From an optimization exercise on the open Yosys and OpenROAD flow, aimed at small area and a short achievable clock period; shortcuts taken in it are not production practice. The RTL was checked by simulation tests, not by an equivalence proof against the original design.

## flow/design.v

```verilog
module md_unit (
  input  logic        clk,
  input  logic        reset,
  input  logic        start,
  input  logic [2:0]  op,
  input  logic [31:0] a,
  input  logic [31:0] b,
  input  logic        mthi,
  input  logic        mtlo,
  output logic        busy,
  output logic        done,
  output logic [31:0] hi,
  output logic [31:0] lo
);
  localparam int RW = 35;   
  function automatic logic [RW-1:0] add_row(input logic [RW-1:0] x, input logic [RW-1:0] y,
                                            input logic c);
    logic [RW-1:0] g, p, gg, pp;
    logic [RW-1:0] s;
    g = x & y;
    p = x ^ y;
    gg = g;
    pp = p;
    gg[0] = g[0] | (p[0] & c);
    for (int d = 1; d < RW; d = d * 2)
      for (int i = 2 * d - 1; i < RW; i = i + 2 * d) begin
        gg[i] = gg[i] | (pp[i] & gg[i-d]);
        pp[i] = pp[i] & pp[i-d];
      end
    for (int d = 16; d >= 1; d = d / 2)
      for (int i = 3 * d - 1; i < RW; i = i + 2 * d) begin
        gg[i] = gg[i] | (pp[i] & gg[i-d]);
        pp[i] = pp[i] & pp[i-d];
      end
    s[0] = p[0] ^ c;
    for (int i = 1; i < RW; i++) s[i] = p[i] ^ gg[i-1];
    add_row = s;
  endfunction
  logic        busy_q, done_q;
  logic [3:0]  cnt_q;
  logic [2:0]  op_q;
  logic        a31_q;
  logic        bprev_q;
  logic [31:0] b_q;      
  logic [33:0] ph_q;     
  logic [31:0] pl_q;     
  logic [31:0] hi_q, lo_q;
  logic div_q, last_q, first_q, fin_q, inv_q, acch_q, busy_o;
  logic o0_q, t0_q, n0_q;    
  wire is_div  = div_q;
  wire sgn     = ~op_q[0];
  wire is_acc  = op_q[2];
  wire is_sub  = op_q[2] & op_q[1];
  wire last    = last_q;
  wire first_d = first_q & div_q;
  wire fin_d   = fin_q;
  wire a_neg   = sgn & a31_q;
  wire b_neg   = sgn & b_q[31];
  wire b_zero  = (b_q == 32'd0);
  wire         neg_en = is_div & ((first_d & a_neg) | (last & (a_neg ^ b_neg) & ~b_zero));
  logic [31:0] neg_out;
  always_comb begin
    logic seen;
    seen = 1'b0;
    for (int i = 0; i < 32; i++) begin
      neg_out[i] = pl_q[i] ^ (neg_en & seen);
      seen = seen | pl_q[i];
    end
  end
  wire [33:0] mc    = {{2{sgn & b_q[31]}}, b_q};            
  wire [7:0]  chunk = last ? {8{sgn & a31_q}} : pl_q[7:0];
  wire [8:0]  xb    = {chunk, bprev_q};
  wire        inv_r = inv_q;
  wire        acc_h = acch_q;
  wire [RW-1:0] x0  = {ph_q[33], ph_q};
  wire        rneg  = ph_q[33];
  logic [RW-1:0] xr [4];
  logic [RW-1:0] sr [4];
  logic [RW-1:0] y [4];
  logic [3:0]    cy;
  logic [3:0]    ge;
  always_comb begin
    xr[0] = x0;
    for (int k = 0; k < 4; k++) begin
      logic n, o, t, rn;
      rn = (k == 0) ? rneg : sr[k-1][RW-1];
      n = xb[2*k+2];
      o = xb[2*k+1] ^ xb[2*k];
      t = (xb[2*k+2] & ~xb[2*k+1] & ~xb[2*k]) | (~xb[2*k+2] & xb[2*k+1] & xb[2*k]);
      if (k == 0) begin
        o = o0_q;
        t = t0_q;
        n = n0_q;
      end else if (is_div) begin
        t = 1'b0;
        if (last) begin
          o = (k == 0) & rneg;
          n = (k == 0) & (b_neg ^ inv_r);
        end else begin
          o = 1'b1;
          n = ~rn ^ b_neg;
        end
      end else begin
        n = n ^ is_sub;
        if (k == 1 && last) n = 1'b0;
      end
      y[k] = ({RW{o}} & {mc[33], mc}) | ({RW{t}} & {mc, 1'b0});
      if (k == 1) y[k] = y[k] | ({RW{acc_h}} & {2'd0, hi_q, 1'b0});
      y[k] = y[k] ^ {RW{n}};
      cy[k] = n | ((k == 1) & inv_r);
      sr[k] = add_row(xr[k], y[k], cy[k]);
      ge[k] = ~sr[k][RW-1];
      if (k < 3) begin
        if (is_div || last)
          xr[k+1] = {sr[k][RW-2:0], (k == 0 && last) ? inv_r : pl_q[31-k]};
        else
          xr[k+1] = {{2{sr[k][RW-1]}}, sr[k][RW-1:2]};
      end
    end
  end
  logic o0_d, t0_d, n0_d;
  always_comb begin
    logic p1, p0, pm, sx, sub_in;
    sub_in = op[2] & op[1];
    sx     = sgn & a31_q;
    p1     = 1'b0;
    p0     = 1'b0;
    pm     = 1'b0;
    if (!busy_q) begin
      o0_d = a[0];
      t0_d = a[1] & ~a[0];
      n0_d = a[1] ^ sub_in;
    end else if (div_q) begin
      t0_d = 1'b0;
      if (first_q) begin
        o0_d = 1'b1;
        n0_d = ~b_neg;
      end else if (cnt_q == 4'd2) begin
        o0_d = sr[3][33];
        n0_d = b_neg ^ a_neg;
      end else begin
        o0_d = 1'b1;
        n0_d = ~sr[3][32] ^ b_neg;
      end
    end else begin
      if (cnt_q == 4'd2) begin
        p1 = sx;
        p0 = sx;
      end else begin
        p1 = pl_q[9];
        p0 = pl_q[8];
      end
      pm   = pl_q[7];
      o0_d = p0 ^ pm;
      t0_d = (p1 & ~p0 & ~pm) | (~p1 & p0 & pm);
      n0_d = p1 ^ is_sub;
    end
  end
  always_ff @(posedge clk) begin
    o0_q    <= o0_d;
    t0_q    <= t0_d;
    n0_q    <= n0_d;
    last_q  <= busy_q & (cnt_q == 4'd2);
    fin_q   <= busy_q & div_q & (cnt_q == 4'd3);
    inv_q   <= busy_q & div_q & (cnt_q == 4'd2) & a_neg;
    acch_q  <= busy_q & ~div_q & (cnt_q == 4'd2) & is_acc;
    first_q <= ~busy_q;
    if (!busy_q) begin
      div_q   <= (op[2:1] == 2'b01);
      op_q    <= op;
      cnt_q   <= (op[2:1] == 2'b01) ? 4'd10 : 4'd5;
      a31_q   <= a[31];
      bprev_q <= 1'b0;
      b_q     <= b;
      ph_q    <= {2'b00, lo_q & {32{op[2]}}};    
      pl_q    <= a;
    end else begin
      cnt_q <= cnt_q - 4'd1;
      if (is_div) begin
        if (first_d) begin
          ph_q <= {33'd0, neg_out[31]};
          pl_q <= {neg_out[30:0], 1'b0};
        end else begin
          ph_q <= fin_d ? (sr[3][33:0] ^ {34{a_neg}}) : {sr[3][32:0], pl_q[28]};
          pl_q <= {pl_q[27:0], ge[0], ge[1], ge[2], ge[3]};
        end
      end else begin
        ph_q    <= {sr[3][RW-1], sr[3][RW-1:2]};
        pl_q    <= {sr[3][1:0], sr[2][1:0], sr[1][1:0], sr[0][1:0], pl_q[31:8]};
        bprev_q <= pl_q[7];
      end
    end
  end
  always_ff @(posedge clk or negedge reset) begin
    if (!reset) begin
      busy_q <= 1'b0;
      busy_o <= 1'b0;
      done_q <= 1'b0;
      hi_q   <= '0;
      lo_q   <= '0;
    end else begin
      done_q <= busy_q & last;
      if (!busy_q) begin
        busy_q <= start;
        busy_o <= start;
        if (!start) begin
          if (mthi) hi_q <= a;
          if (mtlo) lo_q <= a;
        end
      end else if (last) begin
        busy_q <= 1'b0;
        busy_o <= 1'b0;
        hi_q   <= sr[1][32:1];
        lo_q   <= neg_out;
      end
    end
  end
  assign busy = busy_o;
  assign done = done_q;
  assign hi   = hi_q;
  assign lo   = lo_q;
endmodule
```

## flow/flow/run.sh

```bash
#!/bin/bash
# Standard ORFS layout, with port buffers of a normal drive cell and timing repair that
# aims for setup slack beyond zero at the design's clock period (over-fixing only; the
# clock and constraints are unchanged).
set -euo pipefail
export SETUP_SLACK_MARGIN=${SETUP_SLACK_MARGIN_OVERRIDE:-63}
export BUFFER_PORTS_ARGS="-buffer_cell sky130_fd_sc_hd__buf_2"
bash standard.sh > standard.log 2>&1
```

## flow/standard.sh

```bash
#!/bin/bash
# synth_recipe.tcl (not shown) runs the flow's synth.tcl, then flattens the netlist and writes it again
# the make line also repeats each setting of config.mk as NAME=value (left out here)
make -C /OpenROAD-flow-scripts/flow DESIGN_CONFIG=/design/flow/config.mk WORK_HOME=/design/flow/orfs CLKGATE_MAP_FILE= SYNTH_SCRIPT=/design/flow/synth_recipe.tcl "${@:-finish}"
```

## flow/config.mk

```make
export PLATFORM = sky130hd
export DESIGN_NAME = md_unit
export DESIGN_NICKNAME = md_unit
export VERILOG_FILES = /design/flow/design.v
export SDC_FILE = /design/flow/constraint.sdc
export NUM_CORES = 4
export LEC_CHECK = 0
export CAP_MARGIN = 20
export CORE_MARGIN = 2
export CORE_UTILIZATION = 40
export SLEW_MARGIN = 20
```

## flow/constraint.sdc

```tcl
create_clock -name core_clock -period 80.0 [get_ports {clk}]
set_input_delay 16.0000 -clock core_clock [delete_from_list [all_inputs] [get_ports {clk}]]
set_output_delay 16.0000 -clock core_clock [all_outputs]
set_load 0.01 [all_outputs]
```

==> results by group, run 1 <==
Critical path
  • Critical Path RT: ~64000 ps
  • Worst path bufs/invs: 1
  • Setup crit end kind: output pin
  • Critical-path cell list: buf_6
  • Critical path class: reg -> out
  • Startpoint Class: register
  • Delay-heaviest family, CP: flip-flops
  • Crit-path max cell delay: 480 ps
  • CP max stage cell: dfrtp_2
  • Max FO, Critical Path: 2
  • CP arrival: 1120 ps

Yosys
  • Yosys top cell by area: dfrtp_1
  • Total number of yosys warnings: 4
  • Seq/Total Area, Yosys: between 20 and 25%
  • Post-synth top flop: dfxtp_1
  • Post-Syn Area: 19000 µm²
  • Yosys cell types: a little over 80
  • Yosys reg bits: 182
  • Syn Area/Cell: 8.18 µm²
  • Mapped Cells: between 2000 and 2500
  • Syn nets: between 2000 and 3000
  • Dominant cells by area after synthesis: dfrtp_1 (8.8%), xnor2_1 (8.8%), ha_1 (8.6%)
  • Post-synth EDFFs: 37
  • Post-synth top area share: under 10%
  • Ys async rst share: 36.8%

Min path
  • HP Class: reg -> reg

Place
  • Global placement routability congestion: 1.06
  • Post-DP HPWL: 58.7 mm
  • Port bufs: 137
  • DP Cell Count: 2929
  • Dpl ws: 62570 ps

STA
  • RSZ-0062 raised after global routing: yes
  • Slew Viols, Final: 0
  • Final Hold Viols: 0
  • Max Clock Freq: 58.4 MHz
  • Final worst-path setup slack: 62880 ps
  • Fin Setup TNS: 0 ps
  • Worst-Margin Slew: approximately 980 ps
  • Crit share post-route: a little over a fifth
  • Slew headroom: 34.4%
  • Minimum clock period: ~17000 ps
  • Setup violations, final: 0
  • Setup Skew: between 20 and 25 ps

CTS
  • Worst skew pair latency: 500 ps
  • H-tree Lvls: 4
  • Sinks on Clock Net: ~180
  • CTS Buffer Depth: 2
  • TritonCTS buffer count: 17
  • Clock root buffer: clkbuf_16
  • CTS tree: built
  • Clock slew at reported path FFs: roughly 80 ps
  • Post-cts hold buffer count: 0

Floorplanning
  • FP Rows: 79
  • Die Span Y: 222 µm
  • Die ar.: 49300 µm²
  • Initial core utilization: approximately 41%
  • Num ports: ~140
  • Core ar.: between 40000 and 50000 µm²
  • DIE WIDTH: 222 µm

Drt
  • Wire per inst: between 20 and 30 µm
  • Post-route DRC: 0
  • Via count: about 18000
  • TritonRoute pass-1 iters: 7
  • Total Wirelength: approximately 76 mm
  • Initial DRC count: 2052
  • Antenna-violating nets left: 0
  • Drt via density: between 5 and 6

Global routing
  • Number of global-route vias before repair: roughly 18000
  • Met2 usage: a little under half
  • Gr busiest metal: met2
  • GR Overflow Total: 0
  • GR Util met3: slightly above 5%
  • First-pass GRT wire length: 113 mm
  • Largest net degree at the start of global routing: 90
  • GR Layer Usage met1: between 40 and 50%
  • GRT Total Usage: between 30% and 40%
  • Initial antenna violation count: 0

Layout
  • Nets: approximately 2700
  • ANT cells: 0
  • Final Instance Count excl. Fillers: slightly above 3000
  • Share of post-route cells with drive strength above 1: 15.0%
  • Syn-to-layout area delta: 13.3%

Flow run
  • Max cap viols: 0

Status
  • Outcome: finished clean
==> final timing paths <==
path / start / endpoint / slack (ps) / cells after the start
setup / recovery: lo_q[7] / lo[7] / 62880 / 1
hold / removal: busy_o / busy_o / 480 / 1
setup reg to reg: n0_q / n0_q / 63720 / 56
hold reg to reg: busy_o / busy_o / 480 / 1
max in group asynchronous: reset / busy_q / 63630 / 1
min in group asynchronous: reset / lo_q[5] / 15670 / 1
==> layout by cell type (no fill, tap or decap), drive strengths merged, types with 12 or more instances in the layout <==
| cell | synthesis | routed |
|---|---|---|
| nand2 | 287 | 287 |
| buf | 42 | 250 |
| o21ai | 203 | 203 |
| xnor2 | 190 | 190 |
| a21oi | 168 | 168 |
| nor2 | 160 | 160 |
| ha | 131 | 131 |
| xor2 | 121 | 121 |
| inv | 109 | 116 |
| a22oi | 98 | 98 |
| dfxtp | 78 | 78 |
| fa | 69 | 69 |
| dfrtp | 67 | 67 |
| a21o | 58 | 58 |
| mux2i | 44 | 44 |
| edfxtp | 37 | 37 |
| o21a | 33 | 33 |
| a211oi | 33 | 33 |
| a22o | 28 | 28 |
| o221ai | 25 | 25 |
| nor2b | 18 | 18 |
| nor3 | 17 | 17 |
| clkbuf | 133 | 17 |
| a222oi | 16 | 16 |
| nand4 | 15 | 15 |
| nand2b | 14 | 14 |
| nand3 | 13 | 13 |
| o21bai | 12 | 12 |
==> final cells by class <==
type | count | area, µm²
multi-input cells | 1855 | 13600
well taps | 607 | 759
fillers | 4590 | 25200
clock buffers | 17 | 425
repair buffers | 250 | 1820
clock inverters | 15 | 141
flip-flops and latches | 182 | 4390
inverters | 110 | 413
==> cell usage after synthesis, types with 18 or more instances <==
library cell	n
o21a_1	33
xor2_1	121
nand2_1	287
nor2b_1	18
a211oi_1	33
fa_1	69
a22oi_1	98
xnor2_1	190
ha_1	131
dfxtp_1	78
buf_1	29
o221ai_1	25
o21ai_0	201
edfxtp_1	37
nor2_1	160
dfrtp_1	67
clkbuf_1	126
inv_1	109
a22o_1	28
a21oi_1	167
a21o_1	58
mux2i_1	44
==> cells by family (layout without fill, tap and decap cells) <==
logic type      after synthesis  count (layout)  synth area share (%)
simple gates                566             566                  12.9
mux                          51              51                  2.73
flops                       182             182                  22.9
fa+ha+maj                   200             200                  15.9
xor+xnor                    313             313                  14.6
compound gates              725             725                  24.7
buf+inv                     286             392                  6.36
==> state kept, by name (all words and copies together) (netlist names) <==
name and cells:
fin_q 1, div_q 1, pl_q 32, lo_q 32
t0_q 1, hi_q 32, a31_q 1, n0_q 1
first_q 1, busy_q 1, done_q 1, acch_q 1
b_q 32, o0_q 1, ph_q 34, busy_o 1
last_q 1, cnt_q 4, op_q 3, inv_q 1
==> what timing repair did <==
item | 4_1_cts | 5_1_grt
endpoints found under the setup margin | 66 | 96
cloned | 0 | 0
gates resized for setup | 69 | 14
endpoints found under the hold margin | 0 | 0
buffers inserted | 62 | 13
pin swaps | 0 | 1
==> metal layers <==
metal / vias to the layer above / share of wire (%)
met3: 108 / 8.4
li1: 8329 / -
met2: 848 / 43
met5: - / 0
met1: 8867 / 44
met4: 0 / 4.8
==> through the flow <==
| stage | cell area (µm²) | hold WS [ps] | utilization [%] |
|---|---|---|---|
| 3_3_place_gp | 20100 | 465 | 42.9 |
| 5_1_grt | 21500 | 520 | 46.1 |
| 4_1_cts | 21400 | 496 | 45.7 |
| 6_report | 21500 | 484 | 46.1 |
| 3_5_place_dp | 20100 | 475 | 42.9 |
| 2_1_floorplan | 19000 | 464 | - |
==> run 2: changes to the inputs <==
==> flow/flow/run.sh (replaced) <==
#!/bin/bash
# Standard ORFS layout (the standard.sh) with three changes to how it is built:
#  - port buffers start as the smallest buffer (repair resizes them where timing needs it);
#  - clock tree synthesis without dummy balancing loads, with clkbuf_8 leaf buffers;
#  - timing repair aims for setup slack beyond zero at the design's clock period
#    (over-fixing only; the clock period and constraints are the design's).
# Each tool's output stays in ORFS's own per-step logs under orfs/logs; make's output is in
# standard.log.
set -euo pipefail
export SETUP_SLACK_MARGIN=63
export BUFFER_PORTS_ARGS="-buffer_cell sky130_fd_sc_hd__buf_1"
export CTS_ARGS="-sink_clustering_enable -repair_clock_nets -dont_use_dummy_load -buf_list sky130_fd_sc_hd__clkbuf_8 -root_buf sky130_fd_sc_hd__clkbuf_16"
bash standard.sh > standard.log 2>&1
==> results by group, run 2 <==
Critical path
  • Crit-path max cell delay: roughly 480 ps
  • Critical path class: reg -> out
  • Critical-path cell list: buf_6
  • Worst Setup EP: lo[6]
  • Startpoint Class: register
  • Setup crit start: lo_q[6]
  • Max FO, Critical Path: 2
  • R2r setup slk: approximately 64000 ps
  • Setup crit end kind: output pin
  • R2R depth: 58
  • Reg2reg start: o0_q
  • CP max stage cell: dfrtp_2
  • CP arrival: 1070 ps
  • Reg-to-Reg End: n0_q
  • Levels on crit path: 1
  • Worst path bufs/invs: 1
  • Delay-heaviest family, CP: flip-flops
  • Critical Path RT: ~64000 ps

Floorplanning
  • Num ports: 138
  • Core ar.: 46800 µm²
  • DIE WIDTH: 222 µm
  • Die ar.: slightly below 50000 µm²
  • Die Span Y: 222 µm
  • FP Rows: 79
  • Initial core utilization: 40.7%

STA
  • RSZ-0062 raised after global routing: yes
  • Slew Viols, Final: 0
  • Slew headroom: roughly 14%
  • Setup violations, final: 0
  • Worst-Margin Slew: about 1300 ps
  • Final Hold Viols: 0
  • Minimum clock period: roughly 17000 ps
  • Worst hold slack: 498 ps
  • Final worst-path setup slack: between 60000 and 70000 ps
  • Max Clock Freq: approximately 59 MHz
  • Crit share post-route: 21.3%
  • Setup Skew: between 40 and 50 ps
  • Fin Setup TNS: 0 ps

Yosys
  • Yosys cell types: between 80 and 90
  • Yosys reg bits: approximately 180
  • Dominant cells by area after synthesis: dfrtp_1 (8.8%), xnor2_1 (8.8%), ha_1 (8.6%)
  • Syn Area/Cell: between 8 and 9 µm²
  • Most numerous cell in the Yosys netlist: nand2_1
  • Yosys top cell by area: dfrtp_1
  • Post-Syn Area: ~19000 µm²
  • Syn nets: between 2000 and 3000
  • Seq/Total Area, Yosys: 22.9%
  • Mapped Cells: approximately 2300
  • Post-synth top area share: just under 9%
  • Post-synth top cells: nand2_1 (287), o21ai_0 (201), xnor2_1 (190)
  • Post-synth EDFFs: 37
  • Post-synth top flop: dfxtp_1
  • Total number of yosys warnings: 4
  • Ys async rst share: a little under two fifths

Drt
  • Total Wirelength: 75.8 mm
  • Initial DRC count: 1940
  • Via count: 18300
  • Met2 wire length: ~32 mm
  • Met3 WL: about 7.2 mm
  • Post-route DRC: 0
  • TritonRoute pass-1 iters: 5
  • Drt via density: around 6
  • Wire per inst: between 20 and 30 µm
  • Top Layer Used: met5
  • Met1 WL: between 30 and 40 mm
  • Antenna-violating nets left: 0

Flow run
  • Max cap viols: 0

CTS
  • Sinks on Clock Net: 182
  • Clock root buffer: clkbuf_16
  • Worst skew pair latency: 440 ps
  • CTS Buffer Depth: 2
  • H-tree Lvls: 4
  • Clock slew at reported path FFs: 110 ps
  • CTS tree: built
  • Post-cts hold buffer count: 0
  • TritonCTS buffer count: 17

Place
  • Placement Cell Area: 19900 µm²
  • Dpl ws: 62550 ps
  • Global placement routability congestion: between 1 and 1.5
  • Port bufs: between 100 and 150
  • Post-DP HPWL: slightly below 60 mm

Global routing
  • GR Overflow Total: 0
  • Initial antenna violation count: 2
  • Largest net degree at the start of global routing: just over 80
  • First-pass GRT wire length: between 100 and 150 mm
  • Number of global-route vias before repair: about 18000
  • GRT Total Usage: a little under a third

Layout
  • Largest Register: ph_q
  • Largest register FFs: 34
  • Share of post-route cells with drive strength above 1: between 10 and 15%
  • ANT cells: 0
  • Multi-input logic area: ~14000 µm²
  • Nets: 2691
  • Register Area: around 4400 µm²
  • Most frequent cells in the layout: nand2_1 (287), o21ai_0 (200), xnor2_1 (189)
  • Syn-to-layout area delta: 10.8%
  • Commonest non-fill, non-tap cell in the layout: nand2_1
  • Fillers: roughly 4700
  • Design area: between 20000 and 25000 µm²

Status
  • Outcome: finished clean

Min path
  • HP Class: reg -> reg
## run 2: cells by family after synthesis
logic type	Yosys count	share of synthesized area, %
adders and majority gates	200	15.9
AOI/OAI and AO/OA	725	24.7
and+or+nand+nor	566	12.9
xor gates and xnor gates	313	14.6
buffers and inverters	286	6.36
muxes	51	2.73
DFF	182	22.9
## run 2: worst min-delay path by stage
stage / startpoint / end / slack (ps) / depth (start not counted)
after floorplan: cnt_q[0] / cnt_q[0] / 460 / 1
after global placement: busy_o / busy_o / 470 / 1
after detailed placement: busy_o / busy_o / 480 / 1
after CTS: busy_o / busy_o / 510 / 1
after global routing: busy_o / busy_o / 520 / 1
final: busy_o / busy_o / 500 / 1
## run 2: metrics by stage
stage | util (%) | std cells
detailed placement | 42.6 | 2933
global route | 45.1 | 3024
finish | 45.1 | 3024
floorplan | - | 2323
CTS | 44.6 | 3008
global placement | 42.6 | 2933
## run 2: what timing repair did
item,in CTS,in global routing
setup endpoints to repair,60,90
gates cloned,0,1
gates resized for setup,104,31
pin swaps,0,1
setup buffers,58,15
## run 2: final cells by class
type	count	area share (%)
multi-input combinational	1856	64.5
sequential	182	20.8
timing repair buffer	252	7.95
tap	607	3.61
inverter	110	1.96
clock buffer	17	1.16
## run 2: routing by layer
| layer | up-vias | track usage (%) |
|---|---|---|
| met5 | - | 0 |
| li1 | 8331 | - |
| met1 | 8857 | 41.9 |
| met3 | 147 | 6.14 |
| met4 | 2 | 14.2 |
| met2 | 948 | 45.6 |
==> run 3: changes to the inputs <==
==> flow/flow/run.sh (replaced) <==
#!/bin/bash
# Standard ORFS layout (the standard.sh) with three changes to how it is built:
#  - port buffers start as the smallest buffer (repair resizes them where timing needs it);
#  - clock tree synthesis without dummy balancing loads, with the default clock buffers;
#  - timing repair aims for setup slack beyond zero at the design's clock period
#    (over-fixing only; the clock period and constraints are the design's).
# Each tool's output stays in ORFS's own per-step logs under orfs/logs; make's output is in
# standard.log.
set -euo pipefail
export SETUP_SLACK_MARGIN=62.7
export BUFFER_PORTS_ARGS="-buffer_cell sky130_fd_sc_hd__buf_1"
export CTS_ARGS="-sink_clustering_enable -repair_clock_nets -dont_use_dummy_load"
bash standard.sh > standard.log 2>&1
--- a/flow/config.mk
+++ b/flow/config.mk
@@ -6,6 +6,7 @@
 export NUM_CORES = 4
 export LEC_CHECK = 0
+export ABC_AREA = 1
 export CAP_MARGIN = 20
 export CORE_MARGIN = 2
-export CORE_UTILIZATION = 40
+export CORE_UTILIZATION = 60
 export SLEW_MARGIN = 20
==> results by group, run 3 <==
Drt
  • Total Wirelength: ~67 mm
  • Antenna-violating nets left: 0
  • Via count: roughly 18000
  • Initial DRC count: about 2200
  • Post-route DRC: 0
  • Drt via density: 6.31
  • Wire per inst: ~23 µm
  • TritonRoute pass-1 iters: 9

Global routing
  • GR Layer Usage met1: 53.5%
  • Number of global-route vias before repair: 17300
  • Gr busiest metal: met2
  • Initial antenna violation count: 2
  • GR Overflow Total: 0
  • Largest net degree at the start of global routing: 77
  • First-pass GRT wire length: between 100 and 150 mm
  • Met2 usage: between 60% and 70%
  • GRT Total Usage: a little over two fifths
  • GR Util met3: 8.08%

STA
  • Minimum clock period: 17240 ps
  • Fin Setup TNS: 0 ps
  • Slew Viols, Final: 0
  • Final Hold Viols: 0
  • Worst-Margin Slew: between 1000 and 1500 ps
  • Setup violations, final: 0
  • Max Clock Freq: 58.0 MHz
  • Setup Skew: 23.2 ps
  • Slew headroom: a little over a quarter
  • Crit share post-route: between 20% and 30%
  • Final worst-path setup slack: about 63000 ps
  • RSZ-0062 raised after global routing: no

CTS
  • H-tree Lvls: 4
  • Worst skew pair latency: about 470 ps
  • Post-cts hold buffer count: 0
  • Sinks on Clock Net: approximately 180
  • Clock slew at reported path FFs: 70 ps
  • CTS tree: built
  • CTS Buffer Depth: 2
  • Clock root buffer: clkbuf_16
  • TritonCTS buffer count: 17

Critical path
  • Critical-path cell list: buf_1
  • Critical path class: reg -> out
  • R2R depth: 82
  • Max FO, Critical Path: 3
  • Worst path bufs/invs: 1
  • CP arrival: about 1200 ps
  • Setup crit end kind: output pin
  • CP max stage cell: dfrtp_1
  • Crit-path max cell delay: approximately 580 ps
  • Startpoint Class: register
  • Critical Path RT: approximately 64000 ps
  • R2r setup slk: roughly 64000 ps
  • Setup crit start: lo_q[6]
  • Delay-heaviest family, CP: flip-flops
  • Reg-to-Reg End: n0_q
  • Reg2reg start: n0_q

Status
  • Outcome: finished clean

Yosys
  • Seq/Total Area, Yosys: a little under a quarter
  • Ys async rst share: a little under two fifths
  • Post-synth EDFFs: 37
  • Yosys top cell by area: dfrtp_1
  • Yosys reg bits: roughly 180
  • Post-synth top cells: nand2_1 (431), inv_1 (319), o21ai_0 (192)
  • Post-Syn Area: roughly 18000 µm²
  • Syn nets: approximately 2700
  • Post-synth top area share: 9.12%
  • Post-synth top flop: dfxtp_1
  • Total number of yosys warnings: 4
  • Dominant cells by area after synthesis: dfrtp_1 (9.1%), ha_1 (8.9%), nand2_1 (8.8%)
  • Yosys cell types: 56
  • Most numerous cell in the Yosys netlist: nand2_1
  • Mapped Cells: around 2500
  • Syn Area/Cell: between 7 and 8 µm²

Layout
  • Fillers: approximately 2800
  • ANT cells: 0
  • Commonest non-fill, non-tap cell in the layout: nand2_1
  • Largest register FFs: 34
  • Syn-to-layout area delta: 6.58%
  • Final Util: ~65%
  • Share of post-route cells with drive strength above 1: about 5.6%
  • Most frequent cells in the layout: nand2_1 (429), inv_1 (317), o21ai_0 (192)
  • Register Area: between 4000 and 5000 µm²
  • Nets: roughly 2800
  • Multi-input logic area: about 12000 µm²
  • Largest Register: ph_q

Place
  • Port bufs: 137
  • Dpl ws: between 60000 and 70000 ps
  • Post-DP HPWL: between 50 and 60 mm
  • Global placement routability congestion: ~0.97

Floorplanning
  • Initial core utilization: 60.5%
  • Num ports: approximately 140
  • FP Rows: 64
  • Die Span Y: approximately 180 µm
  • Die ar.: ~32000 µm²
  • Core ar.: roughly 30000 µm²
  • DIE WIDTH: 179 µm

Min path
  • Worst hold path depth: 1
  • Worst hold start: busy_o
  • WHS Endpoint: busy_o
  • HP Class: reg -> reg

Flow run
  • Max cap viols: 0
## run 3: per-stage QoR
step / hold slack, ps / instance area (µm²) / cells
CTS: 489 / 19500 / 2919
floorplan: 456 / 18400 / 2468
detailed placement: 475 / 19100 / 2902
global placement: 462 / 19100 / 2902
global route: 490 / 19600 / 2921
finish: 484 / 19600 / 2921
## run 3: how the worst max path moves through the flow
stage               endpoint  slack [ps]  depth (start not counted)
detailed placement  hi_q[20]       62430                          5
finish                 lo[6]       62760                          1
CTS                    lo[6]       62790                          1
global route            n0_q       62720                         83
global placement    hi_q[19]       62500                          5
floorplan           hi_q[24]       63070                          6
## run 3: cell type report
class,instances,share of cell area [%]
multi-input combinational,1824,62.9
timing repair buffer,164,3.68
clock buffer,17,2.17
tap,396,2.53
sequential,182,22.2
inverter,338,6.50
## run 3: logic make-up (layout without fill, tap and decap cells)
kind of cell,Yosys count,after routing,synth area share [%]
flops,182,182,23.7
buf+inv,462,519,9.60
xor+xnor,219,219,11.0
fa+ha+maj,200,200,16.4
mux,9,9,0.490
simple gates,740,740,16.8
compound gates,656,656,22.0
## run 3: routing by layer
layer	part of all wire, %	up-vias	wire length (µm)
met5	0.037	-	25
met4	9.1	4	6100
met3	9.5	255	6370
met2	43	1057	29100
met1	38	8671	25400
li1	-	8458	-
## run 3: repair_timing
action | in CTS | in global routing
buffers inserted | 0 | 2
gates resized for setup | 0 | 4
setup endpoints to repair | 0 | 15
==> run 4: changes to the inputs <==
--- a/flow/config.mk
+++ b/flow/config.mk
@@ -9,4 +9,4 @@
 export CAP_MARGIN = 20
 export CORE_MARGIN = 2
-export CORE_UTILIZATION = 60
+export CORE_UTILIZATION = 40
 export SLEW_MARGIN = 20
==> results by group, run 4 <==
Critical path
  • CP arrival: ~1200 ps
  • Delay-heaviest family, CP: flip-flops
  • Startpoint Class: register
  • Worst path bufs/invs: 1
  • Crit-path max cell delay: around 450 ps
  • Critical Path RT: roughly 64000 ps
  • Max FO, Critical Path: 3
  • CP max stage cell: dfrtp_1
  • Critical path class: reg -> out
  • Setup crit end kind: output pin
  • Critical-path cell list: buf_1

Floorplanning
  • Core ar.: ~45000 µm²
  • Die Span Y: 218 µm
  • Initial core utilization: 40.5%
  • Num ports: 138
  • DIE WIDTH: ~220 µm
  • FP Rows: just under 80
  • Die ar.: approximately 48000 µm²

Layout
  • Largest Register: ph_q
  • Most frequent cells in the layout: nand2_1 (429), inv_1 (316), o21ai_0 (192)
  • Commonest non-fill, non-tap cell in the layout: nand2_1
  • Share of post-route cells with drive strength above 1: ~5.7%
  • Final Util: between 40% and 50%
  • Largest register FFs: 34
  • ANT cells: 0
  • Design area: 19800 µm²
  • Nets: about 2800
  • Final Instance Count excl. Fillers: ~3100
  • Syn-to-layout area delta: 8.01%

CTS
  • TritonCTS buffer count: 17
  • CTS tree: built
  • Clock root buffer: clkbuf_16
  • Clock slew at reported path FFs: roughly 90 ps
  • H-tree Lvls: 4
  • Sinks on Clock Net: 182
  • Post-cts hold buffer count: 0
  • Worst skew pair latency: between 500 and 600 ps
  • CTS Buffer Depth: 2

Global routing
  • GRT Total Usage: 29.2%
  • Initial antenna violation count: 1
  • Number of global-route vias before repair: roughly 17000
  • GR Overflow Total: 0
  • First-pass GRT wire length: between 100 and 150 mm
  • Largest net degree at the start of global routing: 73

Drt
  • Via count: about 18000
  • Wire per inst: roughly 22 µm
  • Post-route DRC: 0
  • Drt via density: 5.77
  • Total Wirelength: 68.5 mm
  • Initial DRC count: roughly 1600
  • TritonRoute pass-1 iters: 5
  • Antenna-violating nets left: 0

STA
  • Crit share post-route: between 20% and 30%
  • Setup Skew: 42.4 ps
  • Final worst-path setup slack: roughly 63000 ps
  • Setup violations, final: 0
  • Worst hold slack: 491 ps
  • Final Hold Viols: 0
  • RSZ-0062 raised after global routing: no
  • Fin Setup TNS: 0 ps
  • Max Clock Freq: between 50 and 60 MHz
  • Slew headroom: between 30% and 40%
  • Slew Viols, Final: 0
  • Minimum clock period: ~17000 ps
  • Worst-Margin Slew: between 1000 and 1500 ps

Yosys
  • Dominant cells by area after synthesis: dfrtp_1 (9.1%), ha_1 (8.9%), nand2_1 (8.8%)
  • Yosys top cell by area: dfrtp_1
  • Most numerous cell in the Yosys netlist: nand2_1
  • Total number of yosys warnings: 4
  • Post-synth top area share: slightly above 9%
  • Syn Area/Cell: approximately 7.4 µm²
  • Seq/Total Area, Yosys: 23.7%
  • Mapped Cells: 2468
  • Yosys cell types: 56
  • Syn nets: 2740
  • Post-synth top cells: nand2_1 (431), inv_1 (319), o21ai_0 (192)
  • Post-Syn Area: ~18000 µm²
  • Post-synth top flop: dfxtp_1
  • Ys async rst share: 36.8%
  • Yosys reg bits: around 180
  • Post-synth EDFFs: 37

Place
  • DP Cell Count: about 3100
  • Post-DP HPWL: approximately 53 mm
  • Placement Cell Area: about 19000 µm²
  • Port bufs: roughly 140
  • Global placement routability congestion: about 0.95
  • Dpl ws: roughly 62000 ps

Status
  • Outcome: finished clean

Min path
  • HP Class: reg -> reg

Flow run
  • Max cap viols: 0
-- run 4: worst paths after layout --
check	startpoint	endpoint	slack [ps]	cells after the start
worst max-delay path	lo_q[31]	lo[31]	62810	1
worst min-delay path	busy_o	busy_o	490	1
worst max register to register	n0_q	n0_q	63930	82
max in group asynchronous	reset	hi_q[27]	63790	2
min in group asynchronous	reset	lo_q[4]	15630	2
worst min register to register	busy_o	busy_o	490	1
-- run 4: layer usage --
layer / track usage, % / part of all wire (%)
met1: 36.7 / 41
met4: 21.0 / 8.1
met2: 45.8 / 45
met5: 0 / 0.018
met3: 4.34 / 6.1
-- run 4: logic make-up (layout without fill, tap and decap cells) --
family / count (synthesis) / in the layout / share of synthesized area [%]
compound gates: 656 / 656 / 22.0
simple gates: 740 / 740 / 16.8
flops: 182 / 182 / 23.7
xor+xnor: 219 / 219 / 11.0
fa+ha+maj: 200 / 200 / 16.4
buf+inv: 462 / 519 / 9.60
mux: 9 / 9 / 0.490
-- run 4: final cells by class --
class | instances | area (µm²)
multi-input combinational | 1824 | 12300
sequential | 182 | 4350
fill | 4675 | 25500
timing repair buffer | 164 | 728
tap | 600 | 751
inverter | 338 | 1280
clock buffer | 17 | 425
-- run 4: repair_timing --
action,4_1_cts,5_1_grt
resized for setup,0,6
endpoints found under the hold margin,0,0
setup buffers,0,3
endpoints found under the setup margin,0,17
==> run 5: changes to the inputs <==
--- a/flow/design.v
+++ b/flow/design.v
@@ -46,5 +46,5 @@
   logic [31:0] pl_q;     
   logic [31:0] hi_q, lo_q;
-  logic div_q, last_q, first_q, fin_q, inv_q, acch_q, busy_o;
+  logic div_q, last_q, busy_o;
   logic o0_q, t0_q, n0_q;    
   wire is_div  = div_q;
@@ -53,6 +53,6 @@
   wire is_sub  = op_q[2] & op_q[1];
   wire last    = last_q;
-  wire first_d = first_q & div_q;
-  wire fin_d   = fin_q;
+  wire first_d = div_q & (cnt_q == 4'd10);
+  wire fin_d   = div_q & (cnt_q == 4'd2);
   wire a_neg   = sgn & a31_q;
   wire b_neg   = sgn & b_q[31];
@@ -61,9 +61,9 @@
   logic [31:0] neg_out;
   always_comb begin
-    logic seen;
-    seen = 1'b0;
+    logic t;
+    t = 1'b0;
     for (int i = 0; i < 32; i++) begin
-      neg_out[i] = pl_q[i] ^ (neg_en & seen);
-      seen = seen | pl_q[i];
+      neg_out[i] = pl_q[i] ^ t;
+      t = t | (neg_en & pl_q[i]);
     end
   end
@@ -71,6 +71,6 @@
   wire [7:0]  chunk = last ? {8{sgn & a31_q}} : pl_q[7:0];
   wire [8:0]  xb    = {chunk, bprev_q};
-  wire        inv_r = inv_q;
-  wire        acc_h = acch_q;
+  wire        inv_r = last & div_q & a_neg;
+  wire        acc_h = last & ~div_q & is_acc;
   wire [RW-1:0] x0  = {ph_q[33], ph_q};
   wire        rneg  = ph_q[33];
@@ -133,5 +133,5 @@
     end else if (div_q) begin
       t0_d = 1'b0;
-      if (first_q) begin
+      if (cnt_q == 4'd10) begin
         o0_d = 1'b1;
         n0_d = ~b_neg;
@@ -162,8 +162,4 @@
     n0_q    <= n0_d;
     last_q  <= busy_q & (cnt_q == 4'd2);
-    fin_q   <= busy_q & div_q & (cnt_q == 4'd3);
-    inv_q   <= busy_q & div_q & (cnt_q == 4'd2) & a_neg;
-    acch_q  <= busy_q & ~div_q & (cnt_q == 4'd2) & is_acc;
-    first_q <= ~busy_q;
     if (!busy_q) begin
       div_q   <= (op[2:1] == 2'b01);
--- a/flow/flow/run.sh
+++ b/flow/flow/run.sh
@@ -8,5 +8,6 @@
 # standard.log.
 set -euo pipefail
-export SETUP_SLACK_MARGIN=62.7
+export SETUP_SLACK_MARGIN=63
+export SETUP_MOVE_SEQUENCE="unbuffer,sizeup,swap"
 export BUFFER_PORTS_ARGS="-buffer_cell sky130_fd_sc_hd__buf_1"
 export CTS_ARGS="-sink_clustering_enable -repair_clock_nets -dont_use_dummy_load"
--- a/flow/config.mk
+++ b/flow/config.mk
@@ -7,6 +7,6 @@
 export LEC_CHECK = 0
 export ABC_AREA = 1
-export CAP_MARGIN = 20
+export CAP_MARGIN = 10
 export CORE_MARGIN = 2
 export CORE_UTILIZATION = 40
-export SLEW_MARGIN = 20
+export SLEW_MARGIN = 10
==> results by group, run 5 <==
STA
  • Setup Skew: 27.5 ps
  • Setup violations, final: 0
  • Minimum clock period: roughly 17000 ps
  • Worst-Margin Slew: between 1000 and 1500 ps
  • Worst hold slack: approximately 470 ps
  • Slew Viols, Final: 0
  • Final Hold Viols: 0
  • Final worst-path setup slack: about 63000 ps
  • Fin Setup TNS: 0 ps
  • RSZ-0062 raised after global routing: yes
  • Crit share post-route: a little over a fifth
  • Max Clock Freq: about 58 MHz
  • Slew headroom: a little over a fifth

Critical path
  • Delay-heaviest family, CP: flip-flops
  • Startpoint Class: register
  • Worst path bufs/invs: 1
  • Max FO, Critical Path: 3
  • Setup crit end kind: output pin
  • Crit-path max cell delay: a little over 500 ps
  • Critical path class: reg -> out
  • CP max stage cell: dfrtp_2
  • Critical-path cell list: buf_6
  • Reg2reg start: o0_q
  • Reg-to-Reg End: n0_q
  • Setup crit start: lo_q[11]
  • Critical Path RT: about 64000 ps
  • R2r setup slk: approximately 64000 ps
  • CP arrival: ~1200 ps
  • R2R depth: slightly above 80

CTS
  • TritonCTS buffer count: 17
  • Clock root buffer: clkbuf_16
  • Worst skew pair latency: about 480 ps
  • Post-cts hold buffer count: 0
  • CTS Buffer Depth: 2
  • CTS tree: built
  • Clock slew at reported path FFs: roughly 80 ps
  • H-tree Lvls: 4
  • Sinks on Clock Net: 178

Drt
  • Total Wirelength: ~70 mm
  • Antenna-violating nets left: 0
  • TritonRoute pass-1 iters: 5
  • Drt via density: ~6
  • Via count: 18000
  • Post-route DRC: 0
  • Wire per inst: ~23 µm
  • Initial DRC count: a little under 2000

Global routing
  • GR Layer Usage met1: between 40 and 50%
  • GR Overflow Total: 0
  • Initial antenna violation count: 0
  • GR Util met3: 5.26%
  • Largest net degree at the start of global routing: 94
  • Met2 usage: between 40% and 50%
  • Number of global-route vias before repair: 17200
  • Gr busiest metal: met2
  • First-pass GRT wire length: about 110 mm
  • GRT Total Usage: 30.2%

Layout
  • Most frequent cells in the layout: nand2_1 (466), inv_1 (308), o21ai_0 (227)
  • Register Area: ~4300 µm²
  • Design area: approximately 20000 µm²
  • Share of post-route cells with drive strength above 1: under 10%
  • Nets: approximately 2700
  • Fillers: 4565
  • Multi-input logic area: approximately 12000 µm²
  • Commonest non-fill, non-tap cell in the layout: nand2_1
  • Final Util: ~45%
  • Syn-to-layout area delta: 10.4%
  • Largest Register: ph_q
  • Largest register FFs: 34

Floorplanning
  • Die Span Y: between 200 and 250 µm
  • DIE WIDTH: approximately 220 µm
  • Num ports: 138
  • Core ar.: about 44000 µm²
  • FP Rows: 77
  • Initial core utilization: 40.7%
  • Die ar.: ~47000 µm²

Yosys
  • Post-synth top cells: nand2_1 (469), inv_1 (313), o21ai_0 (228)
  • Mapped Cells: approximately 2400
  • Yosys top cell by area: nand2_1
  • Syn Area/Cell: 7.47 µm²
  • Most numerous cell in the Yosys netlist: nand2_1
  • Yosys reg bits: approximately 180
  • Post-synth EDFFs: 37
  • Ys async rst share: 37.6%
  • Post-synthesis mux area share: 0.444%
  • Compound-cell area share of the yosys netlist: 22.1%
  • Post-synth top area share: under 10%
  • XOR/XNOR share of the synthesized area: a little under an eighth
  • Dominant cells by area after synthesis: nand2_1 (9.8%), dfrtp_1 (9.3%), ha_1 (9.0%)
  • Syn nets: between 2000 and 3000
  • Total number of yosys warnings: 4
  • Post-synth top flop: dfxtp_1
  • Post-Syn Area: 18000 µm²
  • Simple-Gate Fraction of Synth Area: between 15 and 20%
  • Yosys cell types: 53
  • Seq/Total Area, Yosys: about a quarter
  • Post-Synth Adder-Cell Area: roughly 17%
  • Main combinational cell family by area after synthesis: compound AO/OA/AOI/OAI gates

Place
  • Post-DP HPWL: 54.1 mm
  • Dpl ws: 62360 ps
  • Global placement routability congestion: just under 1
  • Port bufs: ~140
  • Placement Cell Area: approximately 19000 µm²

Status
  • Outcome: finished clean

Min path
  • Worst hold start: cnt_q[0]
  • Worst hold path depth: 1
  • HP Class: reg -> reg
  • WHS Endpoint: cnt_q[0]

Flow run
  • Max cap viols: 0
[run 5: cell types whose count changed in the layout (fill, tap and decap cells not counted), sizes merged, moves of 19 or more]
| cell | before | now |
|---|---|---|
| nor2 | 166 | 106 |
| o211ai | 67 | 21 |
| nand2 | 440 | 479 |
| o21ai | 197 | 235 |
| a31oi | 82 | 51 |
| o221ai | 19 | 48 |
| a221oi | 32 | 7 |
| buf | 163 | 141 |
| a21oi | 104 | 124 |
| clkbuf | 18 | 37 |
[run 5: worst max path at each step]
stage / to / cells past startpoint
floorplan: lo_q[10] / 6
global placement: ph_q[1] / 5
detailed placement: hi_q[28] / 5
CTS: lo[5] / 1
global route: lo[6] / 1
finish: lo[11] / 1
[run 5: timing repair]
| action | CTS | global route |
|---|---|---|
| endpoints found under the hold margin | 0 | 0 |
| pin swaps | 5 | 4 |
| buffers inserted | 0 | 0 |
| setup endpoints to repair | 156 | 88 |
| gates resized for setup | 112 | 52 |
[run 5: logic make-up after synthesis]
group,count (synthesis)
compound gates,660
xor+xnor,228
fa+ha+maj,199
buf+inv,448
flops,178
mux,8
simple gates,692
[run 5: stage by stage]
step,cells
final,3062
after detailed placement,3044
after CTS,3061
after global placement,3044
after floorplan,2413
after global routing,3061
[run 5: cell type report]
| class | instances | area share, % |
|---|---|---|
| diodes | 1 | 0.0126 |
| multi-input cells | 1787 | 61.0 |
| flip-flops and latches | 178 | 21.7 |
| repair buffers | 161 | 5.18 |
| well taps | 592 | 3.72 |
| inverters | 326 | 6.24 |
| clock buffers | 17 | 2.14 |
[run 5: per-layer routing]
metal / part of all wire [%] / vias up / routed length, µm
met4: 5.6 / 0 / 3970
met2: 44 / 853 / 31000
li1: - / 8282 / -
met1: 42 / 8688 / 29600
met5: 0 / - / 0
met3: 8.5 / 140 / 5980
==> run 6: changes to the inputs <==
--- a/flow/flow/run.sh
+++ b/flow/flow/run.sh
@@ -8,6 +8,5 @@
 # standard.log.
 set -euo pipefail
-export SETUP_SLACK_MARGIN=63
-export SETUP_MOVE_SEQUENCE="unbuffer,sizeup,swap"
+export SETUP_SLACK_MARGIN=62.7
 export BUFFER_PORTS_ARGS="-buffer_cell sky130_fd_sc_hd__buf_1"
 export CTS_ARGS="-sink_clustering_enable -repair_clock_nets -dont_use_dummy_load"
==> results by group, run 6 <==
Status
  • Outcome: finished clean

STA
  • Setup violations, final: 0
  • Final Hold Viols: 0
  • RSZ-0062 raised after global routing: no
  • Minimum clock period: about 17000 ps
  • Slew headroom: between 20% and 30%
  • Setup Skew: around 28 ps
  • Fin Setup TNS: 0 ps
  • Max Clock Freq: between 50 and 60 MHz
  • Slew Viols, Final: 0
  • Worst-Margin Slew: approximately 1200 ps
  • Crit share post-route: 21.6%

Yosys
  • Seq/Total Area, Yosys: 23.7%
  • Syn nets: between 2000 and 3000
  • Post-synth top area share: 9.77%
  • Post-Syn Area: ~18000 µm²
  • Post-synthesis mux area share: less than 1%
  • Yosys reg bits: 178
  • XOR/XNOR share of the synthesized area: a little under an eighth
  • Yosys cell types: 53
  • Post-synth top cells: nand2_1 (469), inv_1 (313), o21ai_0 (228)
  • Simple-Gate Fraction of Synth Area: approximately 16%
  • Compound-cell area share of the yosys netlist: roughly 22%
  • Post-synth EDFFs: 37
  • Yosys top cell by area: nand2_1
  • Mapped Cells: 2413
  • Ys async rst share: between 30 and 40%
  • Post-Synth Adder-Cell Area: 16.7%
  • Total number of yosys warnings: 4
  • Dominant cells by area after synthesis: nand2_1 (9.8%), dfrtp_1 (9.3%), ha_1 (9.0%)
  • Syn Area/Cell: ~7.5 µm²
  • Most numerous cell in the Yosys netlist: nand2_1
  • Post-synth top flop: dfxtp_1
  • Main combinational cell family by area after synthesis: compound AO/OA/AOI/OAI gates

Critical path
  • CP max stage cell: dfrtp_1
  • Reg-to-Reg End: n0_q
  • Delay-heaviest family, CP: flip-flops
  • Setup crit end kind: output pin
  • Max FO, Critical Path: 3
  • CP arrival: 1270 ps
  • R2R depth: slightly above 80
  • Crit-path max cell delay: 590 ps
  • Critical Path RT: 64000 ps
  • R2r setup slk: between 60000 and 70000 ps
  • Reg2reg start: o0_q
  • Critical path class: reg -> out
  • Worst Setup EP: lo[11]
  • Worst path bufs/invs: 1
  • Levels on crit path: 1
  • Setup crit start: lo_q[11]
  • Startpoint Class: register
  • Critical-path cell list: buf_1

CTS
  • H-tree Lvls: 4
  • CTS Buffer Depth: 2
  • Clock root buffer: clkbuf_16
  • TritonCTS buffer count: 17
  • Sinks on Clock Net: 178
  • Clock slew at reported path FFs: about 80 ps
  • Post-cts hold buffer count: 0
  • CTS tree: built
  • Worst skew pair latency: between 400 and 500 ps

Drt
  • TritonRoute pass-1 iters: 6
  • Wire per inst: approximately 23 µm
  • Met3 WL: 5.80 mm
  • Drt via density: slightly below 6
  • Antenna-violating nets left: 0
  • Total Wirelength: 71.5 mm
  • Post-route DRC: 0
  • Top Layer Used: met4
  • Met2 wire length: ~31 mm
  • Met1 WL: 30.3 mm
  • Via count: around 18000
  • Initial DRC count: roughly 2100

Layout
  • Share of post-route cells with drive strength above 1: between 5 and 6%
  • Syn-to-layout area delta: 8.57%
  • Register Area: roughly 4300 µm²
  • Nets: between 2000 and 3000
  • Largest Register: ph_q
  • Multi-input logic area: 12100 µm²
  • Most frequent cells in the layout: nand2_1 (467), inv_1 (309), o21ai_0 (228)
  • Commonest non-fill, non-tap cell in the layout: nand2_1
  • Fillers: 4600
  • ANT cells: 0
  • Largest register FFs: 34

Global routing
  • First-pass GRT wire length: between 100 and 150 mm
  • Number of global-route vias before repair: ~17000
  • Largest net degree at the start of global routing: 94
  • Initial antenna violation count: 0
  • GRT Total Usage: between 30% and 40%
  • GR Overflow Total: 0

Flow run
  • Max cap viols: 0

Floorplanning
  • Die Span Y: 216 µm
  • Core ar.: between 40000 and 50000 µm²
  • FP Rows: slightly below 80
  • Num ports: 138
  • Die ar.: 46800 µm²
  • DIE WIDTH: between 200 and 250 µm
  • Initial core utilization: 40.7%

Place
  • Port bufs: between 100 and 150
  • Global placement routability congestion: 0.963
  • Post-DP HPWL: ~54 mm

Min path
  • HP Class: reg -> reg
## run 6: how the worst min path moves through the flow
| stage | from | endpoint | slack [ps] | cells past startpoint |
|---|---|---|---|---|
| 2_1_floorplan | cnt_q[0] | cnt_q[0] | 430 | 1 |
| 3_3_place_gp | cnt_q[0] | cnt_q[0] | 450 | 1 |
| 3_5_place_dp | cnt_q[0] | cnt_q[0] | 470 | 1 |
| 4_1_cts | cnt_q[0] | cnt_q[0] | 480 | 1 |
| 5_1_grt | busy_o | busy_o | 510 | 1 |
| 6_report | cnt_q[0] | cnt_q[0] | 470 | 1 |
## run 6: what timing repair did
item                                    4_1_cts  5_1_grt
buffers inserted                              0        9
endpoints found under the hold margin         0        0
pin swaps                                     0        1
endpoints found under the setup margin        1       28
gates cloned                                  0        2
resized for setup                             1        7
## run 6: area by class of cell
| class | count | share of cell area [%] |
|---|---|---|
| Multi-Input combinational cell | 1787 | 61.7 |
| Sequential cell | 178 | 21.8 |
| Inverter | 326 | 6.32 |
| Timing Repair Buffer | 171 | 4.08 |
| Tap cell | 592 | 3.78 |
| Clock buffer | 17 | 2.17 |
| Timing Repair inverter | 2 | 0.0767 |
## run 6: metal layers
metal  vias to the layer above  GRT usage (%)
li1                       8314              -
met5                         -              0
met1                      8804           40.6
met2                       851           46.9
met3                       159           4.84
met4                         0           15.0
## run 6: cell families after synthesis
kind of cell    count (synthesis)
flops                         178
xor+xnor                      228
compound gates                660
fa+ha+maj                     199
buf+inv                       448
mux                             8
simple gates                  692
## run 6: stage by stage
| step | hold WS, ps | cell area (µm²) | utilization [%] | std cells | worst slack [ps] |
|---|---|---|---|---|---|
| 6_report | 474 | 19600 | 44.2 | 3073 | 62730 |
| 5_1_grt | 512 | 19600 | 44.2 | 3073 | 62660 |
| 4_1_cts | 480 | 19400 | 43.8 | 3061 | 62710 |
| 3_5_place_dp | 468 | 19000 | 42.9 | 3044 | 62360 |
| 3_3_place_gp | 451 | 19000 | 42.9 | 3044 | 62410 |
| 2_1_floorplan | 435 | 18000 | - | 2413 | 63070 |
==> run 7: changes to the inputs <==
--- a/flow/design.v
+++ b/flow/design.v
@@ -74,5 +74,4 @@
   wire        acc_h = last & ~div_q & is_acc;
   wire [RW-1:0] x0  = {ph_q[33], ph_q};
-  wire        rneg  = ph_q[33];
   logic [RW-1:0] xr [4];
   logic [RW-1:0] sr [4];
@@ -84,5 +83,5 @@
     for (int k = 0; k < 4; k++) begin
       logic n, o, t, rn;
-      rn = (k == 0) ? rneg : sr[k-1][RW-1];
+      rn = (k == 0) ? 1'b0 : sr[k-1][RW-1];
       n = xb[2*k+2];
       o = xb[2*k+1] ^ xb[2*k];
@@ -95,6 +94,6 @@
         t = 1'b0;
         if (last) begin
-          o = (k == 0) & rneg;
-          n = (k == 0) & (b_neg ^ inv_r);
+          o = 1'b0;
+          n = 1'b0;
         end else begin
           o = 1'b1;
--- a/flow/config.mk
+++ b/flow/config.mk
@@ -10,3 +10,4 @@
 export CORE_MARGIN = 2
 export CORE_UTILIZATION = 40
+export GPL_TIMING_DRIVEN = 1
 export SLEW_MARGIN = 10
==> results by group, run 7 <==
Yosys
  • Most numerous cell in the Yosys netlist: nand2_1
  • Post-synth top area share: 9.77%
  • Seq/Total Area, Yosys: a little under a quarter
  • Post-Syn Area: 18000 µm²
  • Post-synth top cells: nand2_1 (469), inv_1 (313), o21ai_0 (228)
  • Yosys cell types: 53
  • Mapped Cells: approximately 2400
  • Total number of yosys warnings: 4
  • Yosys top cell by area: nand2_1
  • Ys async rst share: between 30% and 40%
  • Syn nets: ~2700
  • Dominant cells by area after synthesis: nand2_1 (9.8%), dfrtp_1 (9.3%), ha_1 (9.0%)
  • Yosys reg bits: around 180
  • Post-synth EDFFs: 37
  • Syn Area/Cell: around 7.5 µm²
  • Post-synth top flop: dfxtp_1

CTS
  • CTS Buffer Depth: 2
  • Clock root buffer: clkbuf_16
  • Worst skew pair latency: between 400 and 500 ps
  • Clock slew at reported path FFs: around 80 ps
  • CTS tree: built
  • Sinks on Clock Net: 178
  • TritonCTS buffer count: 17
  • Post-cts hold buffer count: 0
  • H-tree Lvls: 4

Critical path
  • CP max stage cell: dfrtp_1
  • Critical Path RT: approximately 64000 ps
  • R2r setup slk: approximately 64000 ps
  • Crit-path max cell delay: between 600 and 700 ps
  • R2R depth: between 80 and 90
  • Critical path class: reg -> out
  • Startpoint Class: register
  • Reg2reg start: o0_q
  • Worst path bufs/invs: 1
  • Critical-path cell list: buf_1
  • Delay-heaviest family, CP: flip-flops
  • Reg-to-Reg End: n0_q
  • CP arrival: between 1000 and 1500 ps
  • Setup crit end kind: output pin
  • Max FO, Critical Path: 3

Layout
  • Nets: around 2800
  • Share of post-route cells with drive strength above 1: 5.20%
  • ANT cells: 0
  • Syn-to-layout area delta: 8.52%
  • Largest register FFs: 34
  • Final Util: between 40% and 50%
  • Most frequent cells in the layout: nand2_1 (467), inv_1 (309), o21ai_0 (228)
  • Fillers: ~4600
  • Design area: a little under 20000 µm²
  • Largest Register: ph_q
  • Commonest non-fill, non-tap cell in the layout: nand2_1

STA
  • Final Hold Viols: 0
  • Setup Skew: 35.6 ps
  • Max Clock Freq: 57.8 MHz
  • Crit share post-route: 21.6%
  • Slew Viols, Final: 0
  • Minimum clock period: roughly 17000 ps
  • Worst-Margin Slew: about 1300 ps
  • Setup violations, final: 0
  • RSZ-0062 raised after global routing: yes
  • Fin Setup TNS: 0 ps
  • Slew headroom: about 15%
  • Worst hold slack: roughly 480 ps

Global routing
  • Largest net degree at the start of global routing: 73
  • Initial antenna violation count: 0
  • Number of global-route vias before repair: between 15000 and 20000
  • First-pass GRT wire length: around 110 mm
  • GR Overflow Total: 0
  • GRT Total Usage: between 30% and 40%

Min path
  • Worst hold path depth: 1
  • Worst hold start: cnt_q[0]
  • WHS Endpoint: cnt_q[0]
  • HP Class: reg -> reg

Floorplanning
  • Num ports: ~140
  • Core ar.: about 44000 µm²
  • DIE WIDTH: around 220 µm
  • FP Rows: a little under 80
  • Die ar.: 46800 µm²
  • Die Span Y: between 200 and 250 µm
  • Initial core utilization: ~40%

Place
  • Post-DP HPWL: between 50 and 60 mm
  • Global placement routability congestion: 0.976
  • Port bufs: around 140
  • Placement Cell Area: 19000 µm²

Drt
  • TritonRoute pass-1 iters: 6
  • Via count: 17900
  • Wire per inst: 23.3 µm
  • Antenna-violating nets left: 0
  • Total Wirelength: 71.5 mm
  • Initial DRC count: between 1500 and 2000
  • Drt via density: 5.84
  • Post-route DRC: 0

Status
  • Outcome: finished clean

Flow run
  • Max cap viols: 0
## run 7: worst max path at each step
stage             from  endpoint  slack [ps]  depth (start not counted)
6_report       lo_q[4]     lo[4]       62700                          1
4_1_cts        lo_q[4]     lo[4]       62710                          1
3_3_place_gp     op[2]   ph_q[1]       62420                          5
3_5_place_dp     op[2]  ph_q[25]       62370                          5
5_1_grt           o0_q      n0_q       62640                         84
2_1_floorplan    start  lo_q[10]       63070                          6
## run 7: kinds of logic after synthesis
| logic type | share of synthesized area [%] |
|---|---|
| adders and majority gates | 16.7 |
| AOI/OAI and AO/OA | 22.1 |
| and+or+nand+nor | 16.1 |
| buffers and inverters | 9.47 |
| xor gates and xnor gates | 11.5 |
| DFF | 23.7 |
| muxes | 0.444 |
## run 7: cell type report
cell class / count / area [µm²] / area share [%]
multi-input cells: 1787 / 12100 / 61.8
flip-flops and latches: 178 / 4270 / 21.8
inverters: 326 / 1240 / 6.33
repair buffers: 169 / 783 / 4.00
repair inverters: 2 / 15.0 / 0.0768
clock buffers: 17 / 425 / 2.17
well taps: 592 / 741 / 3.79
## run 7: per-layer routing
metal  wire length [µm]  vias up  track usage, %  share of wire (%)
met5                  0        -               0                  0
met4               3220        0            13.1                4.5
met3               5770      115            4.38                8.1
met2              32200      799            48.3                 45
met1              30200     8739            41.1                 42
li1                   -     8293               -                  -
## run 7: per-stage QoR
stage	cells	setup slack, ps
2_1_floorplan	2413	63070
3_3_place_gp	3042	62420
3_5_place_dp	3042	62370
4_1_cts	3059	62710
5_1_grt	3071	62640
6_report	3071	62700
## run 7: what timing repair did
item	4_1_cts	5_1_grt
setup buffers	0	9
gates resized for setup	2	7
pin swaps	0	1
gates cloned	0	2
endpoints found under the setup margin	2	14
==> run 8: changes to the inputs <==
--- a/flow/flow/run.sh
+++ b/flow/flow/run.sh
@@ -10,4 +10,4 @@
 export SETUP_SLACK_MARGIN=62.7
 export BUFFER_PORTS_ARGS="-buffer_cell sky130_fd_sc_hd__buf_1"
-export CTS_ARGS="-sink_clustering_enable -repair_clock_nets -dont_use_dummy_load"
+export CTS_ARGS="-sink_clustering_enable -repair_clock_nets -dont_use_dummy_load -buf_list sky130_fd_sc_hd__clkbuf_8 -root_buf sky130_fd_sc_hd__clkbuf_16 -sink_clustering_size 8"
 bash standard.sh > standard.log 2>&1
--- a/flow/config.mk
+++ b/flow/config.mk
@@ -10,4 +10,3 @@
 export CORE_MARGIN = 2
 export CORE_UTILIZATION = 40
-export GPL_TIMING_DRIVEN = 1
 export SLEW_MARGIN = 10
==> results by group, run 8 <==
Global routing
  • GR Overflow Total: 0
  • Number of global-route vias before repair: 17200
  • GRT Total Usage: between 30% and 40%
  • First-pass GRT wire length: about 110 mm
  • Largest net degree at the start of global routing: 73
  • Initial antenna violation count: 0

Yosys
  • Mapped Cells: roughly 2400
  • Yosys cell types: 53
  • Syn nets: 2684
  • Post-synth top cells: nand2_1 (469), inv_1 (313), o21ai_0 (228)
  • Dominant cells by area after synthesis: nand2_1 (9.8%), dfrtp_1 (9.3%), ha_1 (9.0%)
  • Yosys top cell by area: nand2_1
  • Syn Area/Cell: between 7 and 8 µm²
  • Post-synth top flop: dfxtp_1
  • Yosys reg bits: between 150 and 200
  • Total number of yosys warnings: 4
  • Post-synth EDFFs: 37
  • Most numerous cell in the Yosys netlist: nand2_1
  • Seq/Total Area, Yosys: about a quarter
  • Ys async rst share: between 30% and 40%
  • Post-Syn Area: roughly 18000 µm²
  • Post-synth top area share: under 10%

Place
  • Port bufs: ~140
  • Post-DP HPWL: ~55 mm
  • Global placement routability congestion: 0.976
  • DP Cell Count: between 3000 and 4000

Critical path
  • Setup crit end kind: output pin
  • Critical-path cell list: buf_1
  • Worst path bufs/invs: 1
  • CP max stage cell: dfrtp_1
  • Critical path class: reg -> out
  • Startpoint Class: register
  • R2r setup slk: approximately 64000 ps
  • Critical Path RT: between 60000 and 70000 ps
  • CP arrival: approximately 1300 ps
  • Delay-heaviest family, CP: flip-flops
  • Crit-path max cell delay: roughly 660 ps
  • Max FO, Critical Path: 3

Layout
  • Largest Register: ph_q
  • Most frequent cells in the layout: nand2_1 (467), inv_1 (309), o21ai_0 (228)
  • Largest register FFs: 34
  • Commonest non-fill, non-tap cell in the layout: nand2_1
  • Final Util: roughly 44%
  • Nets: 2752
  • ANT cells: 0
  • Share of post-route cells with drive strength above 1: under 10%
  • Final Instance Count excl. Fillers: roughly 3000
  • Syn-to-layout area delta: 7.50%

Drt
  • TritonRoute pass-1 iters: 6
  • Drt via density: between 5 and 6
  • Wire per inst: between 20 and 25 µm
  • Antenna-violating nets left: 0
  • Via count: about 18000
  • Initial DRC count: roughly 1900
  • Post-route DRC: 0
  • Total Wirelength: 71.3 mm

CTS
  • Sinks on Clock Net: ~180
  • CTS Buffer Depth: 2
  • H-tree Lvls: 4
  • Clock root buffer: clkbuf_16
  • Clock slew at reported path FFs: ~120 ps
  • Post-cts hold buffer count: 0
  • CTS tree: built
  • Worst skew pair latency: 450 ps
  • TritonCTS buffer count: 17

STA
  • Setup Skew: approximately 50 ps
  • Slew headroom: 12.9%
  • Fin Setup TNS: 0 ps
  • Setup violations, final: 0
  • Slew Viols, Final: 0
  • Minimum clock period: between 15000 and 20000 ps
  • Max Clock Freq: a little under 60 MHz
  • Final Hold Viols: 0
  • RSZ-0062 raised after global routing: yes
  • Worst-Margin Slew: around 1300 ps
  • Crit share post-route: a little over a fifth

Floorplanning
  • Die Span Y: around 220 µm
  • DIE WIDTH: ~220 µm
  • Num ports: roughly 140
  • Core ar.: roughly 44000 µm²
  • FP Rows: between 70 and 80
  • Initial core utilization: approximately two fifths
  • Die ar.: roughly 47000 µm²

Flow run
  • Max cap viols: 0

Status
  • Outcome: finished clean

Min path
  • HP Class: reg -> reg
run 8: timing repair:
item / CTS / global route
setup endpoints to repair: 0 / 22
buffers inserted: 0 / 9
resized for setup: 0 / 7
endpoints found under the hold margin: 0 / 0
run 8: stage by stage:
step / setup WS (ps) / instance area (µm²) / hold WS (ps)
3_3_place_gp: 62420 / 19000 / 455
6_report: 62670 / 19400 / 487
2_1_floorplan: 63070 / 18000 / 435
3_5_place_dp: 62370 / 19000 / 469
5_1_grt: 62680 / 19400 / 518
4_1_cts: 62730 / 19200 / 486
run 8: routing by layer:
layer  wire [µm]  vias to the layer above  global-route usage (%)
met5           0                        -                       0
li1            -                     8302                       -
met1       30600                     8718                    41.3
met2       31900                      802                    47.8
met3        5440                      111                    3.69
met4        3460                        0                    14.5
run 8: kinds of logic after synthesis:
family | Yosys count | synth area share, %
AOI/OAI and AO/OA | 660 | 22.1
xor gates and xnor gates | 228 | 11.5
adders and majority gates | 199 | 16.7
buffers and inverters | 448 | 9.47
DFF | 178 | 23.7
muxes | 8 | 0.444
and+or+nand+nor | 692 | 16.1
run 8: path summary, 6_finish.rpt:
| path | cells past startpoint | start | to |
|---|---|---|---|
| worst max-delay path | 1 | lo_q[5] | lo[5] |
| worst min-delay path | 1 | cnt_q[0] | cnt_q[0] |
| worst max register to register | 83 | o0_q | n0_q |
| worst min register to register | 1 | cnt_q[0] | cnt_q[0] |
| max in group asynchronous | 1 | reset | lo_q[16] |
| min in group asynchronous | 1 | reset | hi_q[13] |
run 8: area by class of cell:
| class | instances | area (µm²) |
|---|---|---|
| fillers | 4619 | 24900 |
| flip-flops and latches | 178 | 4270 |
| well taps | 592 | 741 |
| multi-input cells | 1787 | 12100 |
| clock buffers | 17 | 245 |
| repair inverters | 2 | 15.0 |
| inverters | 326 | 1240 |
| repair buffers | 169 | 783 |

[re-timing with driven ports]
No port has a modelled driver above. Below, the same layouts with a new extraction and two added sets of constraints.
Step 1, drivers: a clkbuf_16 drives clk and a buf_2 each remaining input, both assumed.
Step 2 times the ports against the registers' clock, not the clock port: input delays grow and output delays shrink by t, the midpoint of the rising clock arrivals with the driver on.
Slacks: no drivers / after step 1 / after step 2; pairs: no drivers / after step 1.
run | shift t [ns] | setup slack, ns | hold WS [ns] | worst slew at a driven data input, ns
run 1 | 0.540 | 62.878 / 62.823 / 62.657 | 0.484 / 0.484 / 0.484 | 0.05
run 2 | 0.480 | 62.932 / 62.873 / 62.661 | 0.498 / 0.498 / 0.498 | 0.04
run 3 | 0.515 | 62.756 / 62.703 / 62.498 | 0.484 / 0.484 / 0.484 | 0.05
run 4 | 0.547 | 62.813 / 62.754 / 62.516 | 0.491 / 0.491 / 0.491 | 0.04
run 5 | 0.526 | 62.854 / 62.796 / 62.553 | 0.474 / 0.474 / 0.474 | 0.05
run 6 | 0.530 | 62.733 / 62.673 / 62.345 | 0.474 / 0.474 / 0.474 | 0.05
run 7 | 0.525 | 62.699 / 62.647 / 62.364 | 0.481 / 0.481 / 0.481 | 0.04
run 8 | 0.480 | 62.671 / 62.615 / 62.379 | 0.487 / 0.487 / 0.487 | 0.05
After both steps every run listed still meets setup and hold. The setup slack of run 6, which loses most, moves by -0.060 ns with the drivers and by -0.388 ns with both steps.
